This design comes from an exercise in tuning for a short achievable clock period and few clock cycles on the open sky130 flow, not from production work.
The RTL was checked by simulation tests, not by an equivalence proof against the original design.
The clock port is modelled as an ideal driver; clocking choices that lean on that would not hold on a real chip.
No activity file was given, so power comes from the tool's default toggle rates.

==> v33: inputs <==
Design core_top, start of the top module:
module core_top #(
  parameter int IMEM_DEPTH = 64,
  parameter int DMEM_DEPTH = 64
) (
  input  logic                            clk_i,
  input  logic                            reset_i,
  input  logic                            start_i,
  input  logic                            imem_we_i,
  input  logic [$clog2(IMEM_DEPTH)-1:0]   imem_addr_i,
  input  logic [isa_pkg::XLEN-1:0]        imem_data_i,
  output logic                            retire_valid_o,
  output logic [4:0]                      retire_rd_o,
  output logic [isa_pkg::XLEN-1:0]        retire_data_o
);
clock: 10.0 ns
lec_check: 0
cap_margin: 20
core_margin: 2
core_utilization: 35
place_density: 0.45
setup_slack_margin: 5
slew_margin: 20
synth_hierarchical: 1
standard.sh (not shown) runs the stock make flow with config.mk's settings and CLKGATE_MAP_FILE= SYNTH_SCRIPT=/design/flow/synth_recipe.tcl, a recipe that flattens the netlist after the stock synthesis.
==> flow/flow/run.sh <==
#!/bin/bash
set -euo pipefail
bash standard.sh SETUP_SLACK_MARGIN=6.5 POST_CTS_TCL="$PWD/flow/post_cts.tcl" finish > standard_flow.log 2>&1
==> flow/flow/post_cts.tcl <==
# One more setup repair pass after CTS, with fresh placement parasitics: the
# pass inside cts.tcl leaves paths that a second look can still improve.
estimate_parasitics -placement
repair_timing_helper
set result [catch { detailed_placement } msg]
if { $result != 0 } {
  error "Detailed placement failed after the extra repair pass: $msg"
}
check_placement -verbose
estimate_parasitics -placement
report_worst_slack -max
==> v9 (differences from v33) <==
--- a/flow/design.v
+++ b/flow/design.v
@@ -278,16 +278,24 @@
   end
 endmodule
 module lt_s32 (
   input  logic [31:0] a_i, b_i,
   output logic        lt_o
 );
   assign lt_o = $signed(a_i) < $signed(b_i);
 endmodule
+module pc_sums (
+  input  logic [31:0] pc_i, len_i, off_i,
+  output logic [31:0] pc4_o, seq_o, tgt_o
+);
+  assign pc4_o = pc_i + 32'd4;
+  assign seq_o = pc_i + len_i;
+  assign tgt_o = pc_i + off_i;
+endmodule
 module core_top #(
   parameter int IMEM_DEPTH = 64,
   parameter int DMEM_DEPTH = 64
 ) (
   input  logic                            clk_i,
   input  logic                            reset_i,
   input  logic                            start_i,
   input  logic                            imem_we_i,
@@ -348,21 +356,24 @@
       if (wq_we && wq_oh[i]) begin
         imem[i] <= wq_data;
         {pb[i], pp[i], pl[i], pst[i], ps[i], pi1[i], pt0[i]} <= pd_new;
       end
   end
   logic        running;
   logic        stall;       
   logic        misp;        
+  logic        misp_m;      
+  logic        m_live;      
   logic [31:0] m_alt;       
+  logic [31:0] m_alt_q;
   logic [63:0] wr;          
   logic [63:0] cons;        
   logic        spec_bad, bad_now, restart, f_ok;
-  logic [5:0]  q_cnt;       
+  logic [6:0]  q_cnt;       
   always_comb begin
     bad_now = spec_bad || (wq_we && |(wq_oh & cons)) || (w2_we && |(w2_oh & cons));
     restart = reset_i || (start_i && !running && bad_now);
   end
   always_ff @(posedge clk_i) begin
     if (reset_i)
       running <= 1'b0;
     else if (start_i)
@@ -404,28 +415,28 @@
   logic        fpc1;
   logic        f_tk, f_b0;
   logic [63:0] fidx_n;
   logic        fpc1_n;
   logic [3:0]  f_fl;        
   always_comb fidx1 = {fidx[62:0], fidx[63]};
   fetch_next u_fnext (
     .sk_i (sk_v), .stw_i (stw_v), .sfl_i (sfl_v), .sta_i (sta_v),
-    .fidx_i (fidx), .fpc1_i (fpc1), .run_i (running), .hold_i (w2_we), .wr_i (wr), .room_i (q_cnt < 6'd28 && !spec_bad),
+    .fidx_i (fidx), .fpc1_i (fpc1), .run_i (running), .hold_i (w2_we), .wr_i (wr), .room_i (q_cnt < 7'd60 && !spec_bad),
     .tk_o (f_tk), .fidx_o (fidx_n), .fpc1_o (fpc1_n), .ok_o (f_ok)
   );
   logic [31:0] f_w0, f_w1;
   rd_oh #(.W(32)) u_rdi0 (.sel_i (fidx),  .m_i (imem_v), .q_o (f_w0));
   rd_oh #(.W(32)) u_rdi1 (.sel_i (fidx1), .m_i (imem_v), .q_o (f_w1));
   rd_oh #(.W(4))  u_rdf  (.sel_i (fidx),  .m_i (sfl4_v), .q_o (f_fl));
   always_comb f_b0 = f_fl[0] || !f_fl[3];    
   logic [63:0] fidx_d;
   logic        fpc1_d;
   fetch_sel u_fsel (
-    .init_i (restart), .ok_i (f_ok), .misp_i (misp), .alt_i (m_alt[7:1]),
+    .init_i (restart), .ok_i (f_ok), .misp_i (misp), .alt_i (m_alt_q[7:1]),
     .stall_i (stall), .fidx_i (fidx), .fpc1_i (fpc1),
     .nidx_i (fidx_n), .npc1_i (fpc1_n),
     .fidx_o (fidx_d), .fpc1_o (fpc1_d)
   );
   always_ff @(posedge clk_i) begin
     fidx  <= fidx_d;
     fpc1  <= fpc1_d;
   end
@@ -606,30 +617,29 @@
     .xor_i  (e_op_xor), .slt_i (e_op_slt), .link_i (e_op_link), .eld_i (e_eld),
     .linkv_i (epc_4), .eldv_i (x_eld),
     .xa_o (x_a), .xb_o (x_b), .res_o (x_res), .word_o (x_word)
   );
   always_comb begin
     x_ba = e_b1_m ? m_result : e_b1_w ? w_data : e_ba;
     x_bb = e_b2_m ? m_result : e_b2_w ? w_data : e_bb;
   end
+  pc_sums u_pcs (.pc_i (epc), .len_i (e_len), .off_i (e_immt),
+                 .pc4_o (epc_4), .seq_o (epc_seq), .tgt_o (epc_tgt));
   always_comb begin
     x_sd = e_fs_m ? m_result : e_fs_w ? w_data : e_sd;
-    epc_4   = epc + 32'd4;
-    epc_seq = epc + e_len;
-    epc_tgt = epc + e_immt;
     x_eld = (mw_en && mw_addr == e_daddr) ? mw_data : e_ldata;
   end
   always_comb begin
   end
   always_ff @(posedge clk_i) begin
     if (restart)
       epc <= '0;
     else if (misp)
-      epc <= m_alt;
+      epc <= m_alt_q;
     else if (e_valid)
       epc <= e_pt ? epc_tgt : epc_seq;
   end
   always_ff @(posedge clk_i) begin
     if (restart || !e_valid || misp)
       m_valid <= 1'b0;
     else
       m_valid <= 1'b1;
@@ -660,71 +670,79 @@
   logic [31:0] m_load, y_ba, y_bb;
   rd_oh #(.W(32)) u_rdm (.sel_i (m_aoh), .m_i (dmem_v), .q_o (m_load));
   logic        y_eq, y_taken;
   always_ff @(posedge clk_i) begin
     for (int i = 0; i < 64; i++)
       if (mw_en && mw_oh[i])
         dmem[i] <= mw_data;
   end
+  always_ff @(posedge clk_i) begin
+    misp    <= !restart && misp_m;
+    m_alt_q <= m_alt;
+  end
   always_comb begin
     y_ba    = m_b1_same ? m_result : m_b1_late ? w_data : m_ba;
     y_bb    = m_b2_same ? m_result : m_b2_late ? w_data : m_bb;
     y_eq    = y_ba == y_bb;
     y_taken = m_beq ? y_eq : !y_eq;
-    misp    = m_valid && m_bcond && (y_taken != m_pt);
-    mw_en   = m_valid && (m_st || m_sst);
+    m_live  = m_valid && !misp;
+    misp_m  = m_live && m_bcond && (y_taken != m_pt);
+    mw_en   = m_live && (m_st || m_sst);
     mw_addr = m_sst ? m_saddr : m_result[7:2];
     mw_oh   = m_sst ? m_soh : m_aoh;
     mw_data = m_sst ? y_bb : m_sd;
   end
   logic        m_ret;
   logic [31:0] m_data;
   always_comb begin
-    m_ret  = m_valid && m_wr;
+    m_ret  = m_live && m_wr;
     m_data = m_ld ? m_load : m_result;
   end
-  logic [36:0] q_mem [32];
-  logic [4:0]  q_wp, q_rp;
+  logic [36:0] q_mem [64];
+  logic [5:0]  q_wp, q_rp;
   logic        q_push, q_pop;
   logic port_on;
+  logic [6:0] q_cnt_on, q_cnt_off;
   always_comb begin
     port_on = running || start_i;
-    q_pop   = port_on && q_cnt != 6'd0;
-    q_push  = m_ret && !(port_on && q_cnt == 6'd0);
+    q_pop   = port_on && q_cnt != 7'd0;
+    q_push  = m_ret && !(port_on && q_cnt == 7'd0);
+    q_cnt_on  = q_cnt - {6'd0, q_cnt != 7'd0} + {6'd0, m_ret && q_cnt != 7'd0};
+    q_cnt_off = q_cnt + {6'd0, m_ret};
   end
   always_ff @(posedge clk_i) begin
     if (restart) begin
       q_wp  <= '0;
       q_rp  <= '0;
       q_cnt <= '0;
     end else begin
       if (q_push)
-        q_wp <= q_wp + 5'd1;
+        q_wp <= q_wp + 6'd1;
       if (q_pop)
-        q_rp <= q_rp + 5'd1;
-      q_cnt <= q_cnt + {5'd0, q_push} - {5'd0, q_pop};
+        q_rp <= q_rp + 6'd1;
+      q_cnt <= port_on ? q_cnt_on : q_cnt_off;
     end
-    if (q_push)
+    if (m_ret)
       q_mem[q_wp] <= {m_rd, m_data};
   end
   always_ff @(posedge clk_i) begin
     if (restart || !port_on)
       ret_valid <= 1'b0;
     else
-      ret_valid <= q_cnt != 6'd0 || m_ret;
-    if (q_cnt != 6'd0)
+      ret_valid <= q_cnt != 7'd0 || m_ret;
+    if (q_cnt != 7'd0)
       {ret_rd, ret_data} <= q_mem[q_rp];
     else
       {ret_rd, ret_data} <= {m_rd, m_data};
   end
   always_ff @(posedge clk_i) begin
     for (int i = 1; i < 32; i++)
       w_we[i] <= !restart && m_ret && m_rd == 5'(i);
-    if (m_valid && m_wr)
+    if (m_live && m_wr)
       w_data <= m_data;
   end
   always_ff @(posedge clk_i) begin
     for (int i = 1; i < 32; i++)
       if (w_we[i])
         rf[i] <= w_data;
   end
   assign retire_valid_o = ret_valid;
==> comparison <==
Fmax: v33 is higher than v9 (about 0.5%). Of v33 and v9, v9 has the higher die area (gap about 10%, measured against v9). Against v9, the critical path depth of v33 is higher by 10. Against v9, the total power of v33 is smaller by 6.9%. Between v9 and v33, the lower global-route usage is in v9 (gap 1.8 points).
==> figures <==
Result of the run: v33 finished clean; v9 finished clean
Fraction of synthesized area in multiplexers: v33 14.63%; v9 15.07%
Multi-input gate share of total cell area: v33 29.97%; v9 28.91%
Part of the power in registers: v33 29.5%; v9 31.2%
Flop and latch count out of synthesis: v33 9058; v9 10280
Power spent charging and discharging nets: v33 0.06951 W; v9 0.07217 W
Worst reg-to-reg path cell count: v33 18; v9 8
Flip-flop and latch share of the layout cell area: v33 53.40%; v9 55.15%
Number of buffer and inverter instances along the worst setup path: v33 8; v9 3
Number of nets at the end of the flow: v33 27800; v9 29700
CP peak stage delay: v33 0.59 ns; v9 0.88 ns
Testbench counts of v33, summed over its fixed seeds: cycles 17,624.
Testbench counts of v9, summed over its fixed seeds: cycles 17,497.

afterwards: timing with drivers on the ports:
The results above use ideal ports. As a check the final layouts listed here were re-extracted and re-timed, cells and wires unchanged.
Step 1 (the two cells are an assumption about what drives the block):
set clk [get_ports {clk_i}]
set_driving_cell -lib_cell sky130_fd_sc_hd__clkbuf_16 $clk
set_driving_cell -lib_cell sky130_fd_sc_hd__buf_2 [delete_from_list [all_inputs] $clk]
Step 2 adds t to the input delays and takes it off the output delays; t is the mean of the earliest and latest rising clock arrival at the registers after step 1. Input paths then give back, and output paths get back, about the clock's delay inside the block.
Slacks: no drivers / after step 1 / after step 2; pairs: no drivers / after step 1.
run	shift t [ns]	setup WS [ns]	hold slack, ns	worst register clock-pin slew, ns
v33	1.403	6.042 / 5.940 / 5.045	0.329 / 0.329 / 0.329	0.07 / 0.07
v9	1.482	6.024 / 5.876 / 5.318	0.310 / 0.310 / 0.310	0.07 / 0.07
After both steps every run listed still meets setup and hold. The setup slack of v33, which loses most, moves by -0.102 ns with the drivers and by -0.997 ns with both steps.
